What follows belongs to an exercise in optimizing a design on an open flow for small area, a short achievable clock period and few clock cycles; a production flow would make more cautious choices.
At most, simulation tests tie the RTL to the original design; equivalence was not proved.

==> zinc: inputs <==
Design cnn_conv_engine, start of the top module:
module cnn_conv_engine
#(
   parameter int DATA_W = 16,
   parameter int ADDR_W = 12,
   parameter int DIM_W  = 8,
   parameter int K      = 3,
   parameter int ACC_W  = 40
) (
   input  logic              clk_i,
   input  logic              rst_ni,
   input  logic              start_i,
   input  logic [ADDR_W-1:0] img_base_i,
   input  logic [ADDR_W-1:0] ker_base_i,
   input  logic [ADDR_W-1:0] out_base_i,
   input  logic [DIM_W-1:0]  img_w_i,
   input  logic [DIM_W-1:0]  img_h_i,
   input  logic [4:0]        shift_i,
   output logic              mem_rd_req_o,
   output logic              mem_wr_req_o,
   output logic [ADDR_W-1:0] mem_addr_o,
   output logic [DATA_W-1:0] mem_wdata_o,
   input  logic [DATA_W-1:0] mem_rdata_i,
   input  logic              mem_ready_i,
   output logic              busy_o,
   output logic              done_o,
   output logic              err_o
);
==> module cnn_mac_sat, before the edit <==
module cnn_mac_sat
#(
   parameter int DATA_W = 16,
   parameter int ACC_W  = 35
) (
   input  logic [ACC_W-1:0]  acc_i,
   input  logic [4:0]        shift_i,
   output logic [DATA_W-1:0] res_o
);
   logic signed [ACC_W-1:0] acc_s, sh;
   logic                    ovf;
   assign acc_s = acc_i;
   assign sh    = acc_s >>> shift_i;
   assign ovf   = ~(&sh[ACC_W-1:DATA_W-1]) & (|sh[ACC_W-1:DATA_W-1]);
   assign res_o = ovf ? {sh[ACC_W-1], {(DATA_W-1){~sh[ACC_W-1]}}} : sh[DATA_W-1:0];
endmodule
export LEC_CHECK = 0
export CAP_MARGIN = 20
export CORE_MARGIN = 2
export CORE_UTILIZATION = 55
export PLACE_DENSITY = 0.7
export SETUP_SLACK_MARGIN = 5
export SLEW_MARGIN = 20
create_clock -name core_clock -period 10.5 [get_ports {clk_i}]
standard.sh (not shown) runs the stock make flow with config.mk's settings and CLKGATE_MAP_FILE= SYNTH_SCRIPT=/design/flow/synth_recipe.tcl, a recipe that flattens the netlist after the stock synthesis.
==> flow/flow/run.sh <==
#!/bin/bash
set -euo pipefail
MARGIN=6.5
sed -E "s/SETUP_SLACK_MARGIN=[-0-9.]+/SETUP_SLACK_MARGIN=${MARGIN}/" standard.sh > standard_margin.sh
grep -q "SETUP_SLACK_MARGIN=${MARGIN}" standard_margin.sh
bash standard_margin.sh > standard.log 2>&1
==> quartz (differences from zinc) <==
--- a/flow/design.v
+++ b/flow/design.v
@@ -541,24 +541,24 @@
          .c_o   (pc[j])
       );
    end
    always_ff @(posedge clk_i) begin
       for (int j = 0; j < 3; j++) begin
-         ps_q[j] <= ~ps[j];
-         pc_q[j] <= ~pc[j];
+         ps_q[j] <= ps[j];
+         pc_q[j] <= pc[j];
       end
       row_q   <= row;
       fresh_q <= {3{shft}} & c3_q;
       sel0_q  <= {3{~row}} & ~({3{shft}} & c3_q);
       sel1_q  <= {3{row}} & ~({3{shft}} & c3_q);
    end
    always_comb begin
       for (int j = 0; j < 3; j++) begin
          ain[j]  = ({AW{fresh_q[j]}} & BWC9) | ({AW{sel1_q[j]}} & p1_q[j]) | ({AW{sel0_q[j]}} & p0_q[j]);
          ainc[j] = (sel1_q[j] & p1c_q[j]) | (sel0_q[j] & p0c_q[j]);
-         cs_s[j] = ain[j] ^ ~ps_q[j] ^ ~pc_q[j];
-         cs_c[j] = ((ain[j] & ~ps_q[j]) | (ain[j] & ~pc_q[j]) | (~ps_q[j] & ~pc_q[j])) << 1;
+         cs_s[j] = ain[j] ^ ps_q[j] ^ pc_q[j];
+         cs_c[j] = ((ain[j] & ps_q[j]) | (ain[j] & pc_q[j]) | (ps_q[j] & pc_q[j])) << 1;
          {sumc[j], sum[j][LW-1:0]} = {1'b0, cs_s[j][LW-1:0]} + {1'b0, cs_c[j][LW-1:0]};
          sum[j][AW-1:LW] = HW'(({cs_s[j][AW-1:LW], ainc[j]} + {cs_c[j][AW-1:LW], 1'b1}) >> 1);
       end
    end
    assign cap_en  = (slot_q[0] & ~oddm_q) | (slot_q[1] & oddm_q) | (slot_q[2] & ~oddm_q);
Settings changed: CORE_UTILIZATION 55 to 40, PLACE_DENSITY 0.7 to 0.6.
==> onyx (differences from zinc) <==
--- a/flow/design.v
+++ b/flow/design.v
@@ -17,16 +17,26 @@
 ) (
    input  logic [ACC_W-1:0]  acc_i,
    input  logic [4:0]        shift_i,
    output logic [DATA_W-1:0] res_o
 );
-   logic signed [ACC_W-1:0] acc_s, sh;
-   logic                    ovf;
-   assign acc_s = acc_i;
-   assign sh    = acc_s >>> shift_i;
-   assign ovf   = ~(&sh[ACC_W-1:DATA_W-1]) & (|sh[ACC_W-1:DATA_W-1]);
-   assign res_o = ovf ? {sh[ACC_W-1], {(DATA_W-1){~sh[ACC_W-1]}}} : sh[DATA_W-1:0];
+   localparam int HW = ACC_W - DATA_W + 1;    
+   logic [ACC_W+DATA_W-2:0] ext;
+   logic [DATA_W-1:0]       win;
+   logic [HW-1:0]           diff, above;
+   logic                    sgn, ovf;
+   assign sgn  = acc_i[ACC_W-1];
+   assign ext  = {{(DATA_W-1){sgn}}, acc_i};
+   assign win  = DATA_W'(ext >> shift_i);
+   always_comb begin
+      for (int k = 0; k < HW; k++) begin
+         diff[k]  = acc_i[DATA_W-1+k] ^ sgn;
+         above[k] = 5'(k) >= shift_i;
+      end
+   end
+   assign ovf   = |(diff & above);
+   assign res_o = ovf ? {sgn, {(DATA_W-1){~sgn}}} : win;
 endmodule
 module cnn_mul (
    input  logic [7:0]  neg_i,
    input  logic [7:0]  one_i,
    input  logic [7:0]  two_i,
Settings changed: CORE_UTILIZATION 55 to 70, PLACE_DENSITY 0.7 to 0.82.
==> xenon (differences from zinc) <==
--- a/flow/design.v
+++ b/flow/design.v
@@ -17,16 +17,26 @@
 ) (
    input  logic [ACC_W-1:0]  acc_i,
    input  logic [4:0]        shift_i,
    output logic [DATA_W-1:0] res_o
 );
-   logic signed [ACC_W-1:0] acc_s, sh;
-   logic                    ovf;
-   assign acc_s = acc_i;
-   assign sh    = acc_s >>> shift_i;
-   assign ovf   = ~(&sh[ACC_W-1:DATA_W-1]) & (|sh[ACC_W-1:DATA_W-1]);
-   assign res_o = ovf ? {sh[ACC_W-1], {(DATA_W-1){~sh[ACC_W-1]}}} : sh[DATA_W-1:0];
+   localparam int HW = ACC_W - DATA_W + 1;    
+   logic [ACC_W+DATA_W-2:0] ext;
+   logic [DATA_W-1:0]       win;
+   logic [HW-1:0]           diff, above;
+   logic                    sgn, ovf;
+   assign sgn  = acc_i[ACC_W-1];
+   assign ext  = {{(DATA_W-1){sgn}}, acc_i};
+   assign win  = DATA_W'(ext >> shift_i);
+   always_comb begin
+      for (int k = 0; k < HW; k++) begin
+         diff[k]  = acc_i[DATA_W-1+k] ^ sgn;
+         above[k] = 5'(k) >= shift_i;
+      end
+   end
+   assign ovf   = |(diff & above);
+   assign res_o = ovf ? {sgn, {(DATA_W-1){~sgn}}} : win;
 endmodule
 module cnn_mul (
    input  logic [7:0]  neg_i,
    input  logic [7:0]  one_i,
    input  logic [7:0]  two_i,
Settings changed: CORE_UTILIZATION 55 to 62, PLACE_DENSITY 0.7 to 0.75.
==> comparison <==
onyx finished clean. zinc passed the timing, DRC and antenna checks. xenon passed the timing, DRC and antenna checks. quartz produced a clean layout. Utilization, highest first: onyx, xenon, zinc, quartz. Synthesized cell count is the same in xenon and onyx. Setup slack, highest first: xenon, zinc, quartz, onyx. First-iteration DRC count, highest first: onyx, xenon, zinc, quartz.
Testbench counts of quartz, summed over its fixed seeds: cycles 58,378.
Testbench counts of onyx, summed over its fixed seeds: cycles 58,378.
Testbench counts of xenon, summed over its fixed seeds: cycles 58,378.
No functional check of the RTL was part of zinc.


==> job 6463: inputs <==
cnn_conv_engine, a different RTL version from the one above (not shown whole).
Design cnn_conv_engine, start of the top module:
module cnn_conv_engine
#(
   parameter int DATA_W = 16,
   parameter int ADDR_W = 12,
   parameter int DIM_W  = 8,
   parameter int K      = 3,
   parameter int ACC_W  = 40
) (
   input  logic              clk_i,
   input  logic              rst_ni,
   input  logic              start_i,
   input  logic [ADDR_W-1:0] img_base_i,
   input  logic [ADDR_W-1:0] ker_base_i,
   input  logic [ADDR_W-1:0] out_base_i,
   input  logic [DIM_W-1:0]  img_w_i,
   input  logic [DIM_W-1:0]  img_h_i,
   input  logic [4:0]        shift_i,
   output logic              mem_rd_req_o,
   output logic              mem_wr_req_o,
   output logic [ADDR_W-1:0] mem_addr_o,
   output logic [DATA_W-1:0] mem_wdata_o,
   input  logic [DATA_W-1:0] mem_rdata_i,
   input  logic              mem_ready_i,
   output logic              busy_o,
   output logic              done_o,
   output logic              err_o
);
==> flow/config.mk <==
export PLATFORM = sky130hd
export DESIGN_NAME = cnn_conv_engine
export DESIGN_NICKNAME = cnn_conv_engine
export VERILOG_FILES = /design/flow/design.v
export SDC_FILE = /design/flow/constraint.sdc
export NUM_CORES = 4
export LEC_CHECK = 0
export CAP_MARGIN = 20
export CORE_MARGIN = 2
export CORE_UTILIZATION = 62
export PLACE_DENSITY = 0.75
export SETUP_SLACK_MARGIN = 5
export SLEW_MARGIN = 20
==> flow/constraint.sdc <==
create_clock -name core_clock -period 10.5 [get_ports {clk_i}]
set_input_delay 2.1000 -clock core_clock [delete_from_list [all_inputs] [get_ports {clk_i}]]
set_output_delay 2.1000 -clock core_clock [all_outputs]
set_load 0.01 [all_outputs]
Scripts as last shown in full above: flow/flow/run.sh
==> job 2109: changes against job 6463 <==
==> flow/flow/run.sh (replaced) <==
#!/bin/bash
set -euo pipefail
MARGIN=7.0
sed -E "s/SETUP_SLACK_MARGIN=[-0-9.]+/SETUP_SLACK_MARGIN=${MARGIN}/" standard.sh > standard_margin.sh
grep -q "SETUP_SLACK_MARGIN=${MARGIN}" standard_margin.sh
bash standard_margin.sh > standard.log 2>&1
==> summary.txt <==
The met3 wire length is between 15000 and 20000 microns. The cell family contributing the most delay on the critical path is buffers and inverters. The run finished with no timing, DRC or antenna violations. The critical path endpoint category is an output pin. Walking the worst path, the cells encountered are buf_6, clkdlybuf4s50_1.
[end of results for job 6463]
==> summary.txt <==
The flow ran to the end and the layout has no timing, DRC or antenna violations. The signal on the critical path passes through buf_12, a22o_1, fa_1, inv_1, fa_2, nor2b_1, o21ai_1, a21boi_1, o31ai_2, buf_4, a21o_1, a21oi_2, o31a_1, o21bai_1, xor2_1. Wire segments on met3 add up to between 15000 and 20000 microns in the final route. The kind of cell with the highest combined delay on the critical path is compound AO/OA/AOI/OAI gates. The worst setup path is captured at a flop.
[end of results for job 2109]
Testbench counts of job 6463, summed over its fixed seeds: cycles 58,378.
Testbench counts of job 2109, summed over its fixed seeds: cycles 58,378.

## separate check: timing with driven ports
The results above use ideal ports. As a check the final layouts listed here were re-extracted and re-timed, cells and wires unchanged.
Step 1, drivers: a clkbuf_16 drives clk_i and a buf_2 each remaining input, both assumed.
Step 2, shift: input delay + t, output delay - t, t = (earliest + latest rising clock arrival at the registers) / 2. This alone moves slack from input paths to output paths.
a / b / c = no drivers / after step 1 / after step 2; a / b = the first two.
run | shift t [ns] | setup slack, ns | latest minus earliest clock arrival (ns)
zinc | 0.737 | 6.536 / 6.525 / 5.788 | 0.078 / 0.078
quartz | 0.774 | 6.529 / 6.505 / 5.808 | 0.049 / 0.049
onyx | 0.727 | 6.445 / 6.445 / 5.795 | 0.050 / 0.050
xenon | 0.730 | 6.571 / 6.536 / 5.877 | 0.031 / 0.031
job 6463 | 0.732 | 6.571 / 6.504 / 5.955 | 0.040 / 0.039
job 2109 | 0.745 | 6.926 / 6.926 / 6.337 | 0.042 / 0.042
After both steps every run listed still meets setup and hold. The setup slack of zinc, which loses most, moves by -0.011 ns with the drivers and by -0.748 ns with both steps.
